From an optimization exercise on the open Yosys and OpenROAD flow, aimed at small area and a short achievable clock period; shortcuts taken in it are not production practice. At most, simulation tests tie the RTL to the original design; equivalence was not proved. No activity file was given, so power comes from the tool's default toggle rates.

the previous run:
Design rdmx_control, start of the top module:
module rdmx_control (
    input  logic                        clk,
    input  logic                        resetn,
    input  logic [40:0]                 reg_wr,
    output logic                        wr_done,
    output logic [1:0]                  wr_resp,
    input  logic [8:0]                  reg_rd_req,
    output logic [34:0]                 reg_rd,
    input  logic [2:0]                  events,
    input  logic [1:0]                  overflow,
    input  logic [2:0]                  async_status,
    input  logic [514:0]                stream,
    output logic [127:0]                pci,
    output logic                        loopback,
    output logic                        pause_pci,
    output logic                        resetn_out
);
Size in the first run: about 1700 cells after synthesis.
export LEC_CHECK = 0
export CAP_MARGIN = 20
export CORE_MARGIN = 2
export CORE_UTILIZATION = 40
export CTS_BUF_LIST = sky130_fd_sc_hd__clkbuf_4
export CTS_CLUSTER_DIAMETER = 50
export CTS_CLUSTER_SIZE = 10
export SETUP_SLACK_MARGIN = 2.7
export SLEW_MARGIN = 20
export SYNTH_HIERARCHICAL = 1
export SYNTH_MINIMUM_KEEP_SIZE = 0
create_clock -name core_clock -period 5.0 [get_ports {clk}]
standard.sh (not shown) runs the stock make flow with config.mk's settings and CLKGATE_MAP_FILE= SYNTH_SCRIPT=/design/flow/synth_recipe.tcl, a recipe that flattens the netlist after the stock synthesis.
==> flow/flow/run.sh <==
#!/bin/bash
# Standard layout, with every port buffered by the smallest buffer
# instead of the resizer's default pick (a delay cell on sky130hd).
set -euo pipefail
export BUFFER_PORTS_ARGS="-buffer_cell sky130_fd_sc_hd__buf_1"
bash standard.sh > standard_flow.log 2>&1
Edits applied to the flow inputs when going from the previous run to the current run:
- a change of CTS_BUF_LIST from sky130_fd_sc_hd__clkbuf_4 to sky130_fd_sc_hd__clkbuf_8
- a change of CTS_CLUSTER_DIAMETER from 50 to 60
- a change of CTS_CLUSTER_SIZE from 10 to 14
- an added PLACE_DENSITY of 0.8
Notes after the runs:
Compared with the previous run, count of clock buffers in the final design in the current run decreased by more than a quarter.
Re non-filler instance count after layout: the previous run and the current run aren't equal, and the higher value belongs to the previous run.
Sort the previous run and the current run by routed via count asc -> top: the previous run
Share of final-layout standard cells stronger than drive strength 1 came out lower on the current run than on the previous run.
The portion of the clock cycle consumed by the worst path in the final layout reported for the current run is smaller than that of the previous run by 0.63 points.


Setup of v42:
Another version of the RTL of rdmx_control (not shown whole).
Size: roughly 1700 cells after synthesis, ~17000 sq um of cells after synthesis.
==> flow/design.v (excerpt) <==
module rdmx_control (
    input  logic                        clk,
    input  logic                        resetn,
    input  logic [40:0]                 reg_wr,
    output logic                        wr_done,
    output logic [1:0]                  wr_resp,
    input  logic [8:0]                  reg_rd_req,
    output logic [34:0]                 reg_rd,
    input  logic [2:0]                  events,
    input  logic [1:0]                  overflow,
    input  logic [2:0]                  async_status,
    input  logic [514:0]                stream,
    output logic [127:0]                pci,
    output logic                        loopback,
    output logic                        pause_pci,
    output logic                        resetn_out
);
==> flow/config.mk <==
export PLATFORM = sky130hd
export DESIGN_NAME = rdmx_control
export DESIGN_NICKNAME = rdmx_control
export VERILOG_FILES = /design/flow/design.v
export SDC_FILE = /design/flow/constraint.sdc
export NUM_CORES = 4
export LEC_CHECK = 0
export CAP_MARGIN = 20
export CORE_MARGIN = 2
export CORE_UTILIZATION = 40
export CTS_BUF_LIST = sky130_fd_sc_hd__clkbuf_8
export CTS_CLUSTER_DIAMETER = 60
export CTS_CLUSTER_SIZE = 14
export SETUP_SLACK_MARGIN = 2.65
export SLEW_MARGIN = 20
export SYNTH_HIERARCHICAL = 1
export SYNTH_MINIMUM_KEEP_SIZE = 0
==> flow/constraint.sdc <==
create_clock -name core_clock -period 5.0 [get_ports {clk}]
set_input_delay 1.0000 -clock core_clock [delete_from_list [all_inputs] [get_ports {clk}]]
set_output_delay 1.0000 -clock core_clock [all_outputs]
set_load 0.01 [all_outputs]
Scripts as last shown in full above: flow/flow/run.sh
Setup changes, v42 to v41
Settings: a change of SETUP_SLACK_MARGIN from 2.65 to 2.7.
Results
The higher via density per instance came out of v42.
v42 and v41 ended up with nearly the same design internal power.
Relative contribution of combinational cells to total power in v41 is 0.3 points above v42.
v41 — via count of the first global-routing pass 261 lower, v42 as reference
From v42 to v41 the numbers moved as follows: clock tree buffer count of the final layout has decreased, time the worst path needs with I/O delays and setup up 0.078 ns, routability congestion estimate from global placement went up about 1.3%, clock network power share has decreased, detail-routed net length per standard cell lost 4.7%.
In v41 relative to v42, total power had gone down slightly.
Edits applied to the flow inputs when going from v41 to v40:
Settings: swapping 2.7 for 2.6 in SETUP_SLACK_MARGIN.
[summary]
v40 closes out successfully: all stages finished, all timing, DRC and antenna checks passed.
No stage failed in v41, and the final checks on the layout all came back clean.
Taking v41 over v40, the number of buffers other than clock buffers in the final layout ratio works out to 0.948.
Via count improves in v40 relative to v41.
Placement-stage worst setup slack, v40 and v41: lower on v41
Re delay of the slowest critical-path stage: v41 was higher than v40.
The estimated power of v40 ends up lower than the estimate for v41.
Total routed wire length on the met1 layer, v40 vs v41: up slightly
Share of total power in the clock network (v40 over v41): decrease, 0.2 points
## Diff of input files: v13 against v40
Settings: SETUP_SLACK_MARGIN changed from 2.6 to 2.7.
==> flow/flow/run.sh <==
#!/bin/bash
# Standard layout, with every port buffered by the smallest buffer
# instead of the resizer's default pick (a delay cell on sky130hd), and
# the resetn input placed next to the resetn_out output it feeds.
set -euo pipefail
export BUFFER_PORTS_ARGS="-buffer_cell sky130_fd_sc_hd__buf_1"
export PLACE_PINS_ARGS="-group_pins {resetn resetn_out}"
bash standard.sh > standard_flow.log 2>&1
### Flow results
- Sequential share of layout area: v13 vs v40, no meaningful difference
- Core utilization of the finished layout of v40 is on par with v13.
- v40 ended up with sky130_fd_sc_hd__buf_6 as its library cell contributing the largest single delay on the critical path; v13 ended up with sky130_fd_sc_hd__nor2b_4.
- From v40 to v13 the numbers moved as follows: post-synthesis to final-layout area growth now smaller; critical path depth dropped 1.
- Relative to v40, v13 degrades via total after detailed routing.
- Diff v40 -> v13: effective utilization at floorplan neither gained nor lost much, maximum fanout along the worst path moved up.
- For clock-pin transition on the worst setup and hold timing paths, v13 and v40 come out practically identical.
- Pre-CTS setup slack (v13 over v40): decrease, 0.083 ns
- Post-route fraction of the period consumed by the critical path delta for v13 relative to v40: 1.2 points lower
- Of v13 and v40, it is v13 that has the lower number of global-route vias before repair.


## oak
rdmx_control, a different RTL version from the one above (not shown whole).
For scale: about 1700 cells after synthesis, roughly 0.017 mm² of cells after synthesis.
clock: 5.0 ns
lec_check: 0
cap_margin: 20
core_margin: 2
core_utilization: 40
setup_slack_margin: 2.8
slew_margin: 20
synth_hierarchical: 1
synth_minimum_keep_size: 0
==> flow/flow/run.sh <==
#!/bin/bash
# Standard layout, with every port buffered by the smallest buffer
# instead of the resizer's default pick (a delay cell on sky130hd).
set -euo pipefail
export BUFFER_PORTS_ARGS="-buffer_cell sky130_fd_sc_hd__buf_1"
bash standard.sh > standard_flow.log 2>&1
oak: done, clean on timing, DRC and antenna
### oak -> pine
--- a/flow/config.mk
+++ b/flow/config.mk
@@ -9,5 +9,5 @@
 export CORE_MARGIN = 2
 export CORE_UTILIZATION = 40
-export SETUP_SLACK_MARGIN = 2.8
+export SETUP_SLACK_MARGIN = 2.6
 export SLEW_MARGIN = 20
 export SYNTH_HIERARCHICAL = 1
==> comparison <==
Between pine and oak, average wire per cell in the routed design is higher for pine, oak comes in under that.
Lower setup slack after placement goes to pine over oak.
The worst clock skew of pine was superior to that of oak.
Comparing pine with oak, the hold slack came out essentially unchanged.
The area growth from synthesis to layout of pine falls short of that of oak by 4.5 points.
Global-route usage | pine below oak
Function was not checked in any run of this note: the RTL went through the layout flow alone.


run 1:
rdmx_control with an RTL version that a note above also has.
Size in the first run: about 1700 cells after synthesis.
==> flow/config.mk <==
export PLATFORM = sky130hd
export DESIGN_NAME = rdmx_control
export DESIGN_NICKNAME = rdmx_control
export VERILOG_FILES = /design/flow/design.v
export SDC_FILE = /design/flow/constraint.sdc
export NUM_CORES = 4
export LEC_CHECK = 0
export CAP_MARGIN = 20
export CORE_MARGIN = 2
export CORE_UTILIZATION = 40
export CTS_BUF_LIST = sky130_fd_sc_hd__clkbuf_8
export CTS_CLUSTER_DIAMETER = 60
export CTS_CLUSTER_SIZE = 14
export SETUP_SLACK_MARGIN = 2.7
export SLEW_MARGIN = 20
export SYNTH_HIERARCHICAL = 1
export SYNTH_MINIMUM_KEEP_SIZE = 0
export TNS_END_PERCENT = 20
==> flow/constraint.sdc <==
create_clock -name core_clock -period 5.0 [get_ports {clk}]
set_input_delay 1.0000 -clock core_clock [delete_from_list [all_inputs] [get_ports {clk}]]
set_output_delay 1.0000 -clock core_clock [all_outputs]
set_load 0.01 [all_outputs]
Scripts as last shown in full above: flow/flow/run.sh
Inputs modified between run 1 and run 2:
# run 1
export LEC_CHECK = 0
export CAP_MARGIN = 20
export CORE_MARGIN = 2
export CORE_UTILIZATION = 40
export CTS_BUF_LIST = sky130_fd_sc_hd__clkbuf_8
export CTS_CLUSTER_DIAMETER = 60
export CTS_CLUSTER_SIZE = 14
export SETUP_SLACK_MARGIN = 2.7
export SLEW_MARGIN = 20
export SYNTH_HIERARCHICAL = 1
export SYNTH_MINIMUM_KEEP_SIZE = 0
export TNS_END_PERCENT = 20
create_clock -name core_clock -period 5.0 [get_ports {clk}]
# run 2
export LEC_CHECK = 0
export CAP_MARGIN = 20
export CORE_MARGIN = 2
export CORE_UTILIZATION = 40
export CTS_BUF_LIST = sky130_fd_sc_hd__clkbuf_8
export CTS_CLUSTER_DIAMETER = 70
export CTS_CLUSTER_SIZE = 18
export SETUP_SLACK_MARGIN = 2.7
export SLEW_MARGIN = 20
export SYNTH_HIERARCHICAL = 1
export SYNTH_MINIMUM_KEEP_SIZE = 0
create_clock -name core_clock -period 5.0 [get_ports {clk}]
- Run comparison: run 1 endpoint of the worst setup timing path pause_pci; run 2 endpoint of the worst setup timing path resetn_out
- Fmax: run 2 above run 1
- Comparing run 1 against run 2, there is no change at all in number of instances in the synthesized netlist.
- Of run 2 and run 1, run 1 shows the higher worst-path maximum fanout, with run 2 below it.
- Taking run 1 as the reference, in run 2 hold slack saw little to no change, critical path depth saw an increase, sequential share of power saw an increase, clock distribution area overhead in the final layout saw a decrease, minimum clock period after layout saw a decrease.
- Summary: with run 1 as the reference, summed area of non-filler cells in the final layout in run 2 moved up slightly.
- Re met1 track demand over resource in global routing: run 1 was lower than run 2.
### run 2 -> run 3
# run 2
export LEC_CHECK = 0
export CAP_MARGIN = 20
export CORE_MARGIN = 2
export CORE_UTILIZATION = 40
export CTS_BUF_LIST = sky130_fd_sc_hd__clkbuf_8
export CTS_CLUSTER_DIAMETER = 70
export CTS_CLUSTER_SIZE = 18
export SETUP_SLACK_MARGIN = 2.7
export SLEW_MARGIN = 20
export SYNTH_HIERARCHICAL = 1
export SYNTH_MINIMUM_KEEP_SIZE = 0
create_clock -name core_clock -period 5.0 [get_ports {clk}]
# run 3
export LEC_CHECK = 0
export CAP_MARGIN = 20
export CORE_MARGIN = 2
export CORE_UTILIZATION = 40
export CTS_BUF_LIST = sky130_fd_sc_hd__clkbuf_16
export CTS_CLUSTER_DIAMETER = 90
export CTS_CLUSTER_SIZE = 30
export SETUP_SLACK_MARGIN = 2.7
export SLEW_MARGIN = 20
export SYNTH_HIERARCHICAL = 1
export SYNTH_MINIMUM_KEEP_SIZE = 0
create_clock -name core_clock -period 5.0 [get_ports {clk}]
[summary]
- Run 2 leaves more setup margin than run 3.
- Core utilization across run 3 and run 2: no real change.
- Diff run 3..run 2 | count of port buffers added during placement | unchanged
- The ratio of final minimum period to clock period number comes out higher for run 3 vs run 2.
- Run 2 -> run 3: number of multi-input combinational cells delta 0, exact match
- Diff run 2..run 3 | power dissipated in combinational cells | negligible
- Run 3 ends up with a area overhead of the layout relative to synthesis that is 0.19 points higher than in run 2.
- In terms of area of all placed cells without fillers, run 3 and run 2 differ only marginally.
- Run 3 vs run 2: fmax down slightly
- Compared to run 2, run 3 has net switching power 2.7% lower.
- Relative to run 2, combinational power share increased by 0.5 points in run 3.
Changes in run 4 relative to run 3:
# run 3
export LEC_CHECK = 0
export CAP_MARGIN = 20
export CORE_MARGIN = 2
export CORE_UTILIZATION = 40
export CTS_BUF_LIST = sky130_fd_sc_hd__clkbuf_16
export CTS_CLUSTER_DIAMETER = 90
export CTS_CLUSTER_SIZE = 30
export SETUP_SLACK_MARGIN = 2.7
export SLEW_MARGIN = 20
export SYNTH_HIERARCHICAL = 1
export SYNTH_MINIMUM_KEEP_SIZE = 0
create_clock -name core_clock -period 5.0 [get_ports {clk}]
# run 4
export LEC_CHECK = 0
export CAP_MARGIN = 20
export CORE_MARGIN = 2
export CORE_UTILIZATION = 40
export CTS_BUF_LIST = sky130_fd_sc_hd__clkbuf_8
export CTS_CLUSTER_DIAMETER = 60
export CTS_CLUSTER_SIZE = 14
export PLACE_DENSITY = 0.45
export SETUP_SLACK_MARGIN = 2.7
export SLEW_MARGIN = 20
export SYNTH_HIERARCHICAL = 1
export SYNTH_MINIMUM_KEEP_SIZE = 0
create_clock -name core_clock -period 5.0 [get_ports {clk}]
### Flow results
Per the comparison of run 4 with run 3, total track usage increased by 1.3 points relative to the old numbers; final weighted congestion of routability-driven global placement fell 0.054. On combinational group power, run 3 and run 4 are basically level. ~same initial antenna violation count in run 3 and run 4. Diff run 3 -> run 4: final period utilization increased by 1.5 points relative to the old numbers, routed wire length increased by about 5% relative to the old numbers, final standard cell utilization of the core closely matched the old numbers, global-route met3 utilization increased by 0.92 points relative to the old numbers, final cell count increased by 23 relative to the old numbers. Diff run 4..run 3 | finished layout cell area | negligible. Run 3 -> run 4: met3 wire length decreased by more than 10%.

what the ideal ports hide:
The results above use ideal ports. As a check the final layouts listed here were re-extracted and re-timed, cells and wires unchanged. Step 1: set_driving_cell puts a clkbuf_16 on clk and a buf_2 on each other input, an assumption about the parent block. Step 2 adds t to the input delays and takes it off the output delays; t is the mean of the earliest and latest rising clock arrival at the registers after step 1. Input paths then give back, and output paths get back, about the clock's delay inside the block. Three values: ideal ports, drivers, drivers and shift; two values: the first two.
run	shift t [ns]	slack for setup (ns)	hold slack, ns	worst register clock-pin slew, ns	cell pins on the clock port's net
the previous run	0.858	2.532 / 2.499 / 1.740	0.277 / 0.246 / 0.321	0.12 / 0.12	1
the current run	0.651	2.564 / 2.505 / 2.028	0.317 / 0.317 / 0.317	0.10 / 0.10	1
v42	0.664	2.666 / 2.620 / 2.042	0.329 / 0.329 / 0.329	0.10 / 0.10	1
v41	0.670	2.588 / 2.496 / 2.032	0.334 / 0.334 / 0.334	0.10 / 0.10	1
v40	0.647	2.524 / 2.477 / 2.009	0.327 / 0.327 / 0.327	0.10 / 0.10	1
v13	0.657	2.586 / 2.499 / 2.025	0.334 / 0.334 / 0.334	0.10 / 0.10	1
oak	0.629	2.653 / 2.603 / 2.148	0.324 / 0.324 / 0.324	0.06 / 0.06	1
pine	0.625	2.564 / 2.563 / 1.974	0.326 / 0.326 / 0.326	0.06 / 0.06	1
run 1	0.665	2.548 / 2.501 / 1.950	0.336 / 0.336 / 0.336	0.10 / 0.10	1
run 2	0.710	2.647 / 2.585 / 2.014	0.339 / 0.339 / 0.339	0.12 / 0.12	1
run 3	0.593	2.635 / 2.566 / 2.162	0.321 / 0.321 / 0.321	0.12 / 0.12	1
run 4	0.662	2.558 / 2.518 / 2.096	0.336 / 0.336 / 0.336	0.10 / 0.10	1
After both steps setup and hold are still met in every run listed. For the previous run, which loses most, drivers alone change the setup slack by -0.033 ns; drivers and shift together by -0.792 ns.
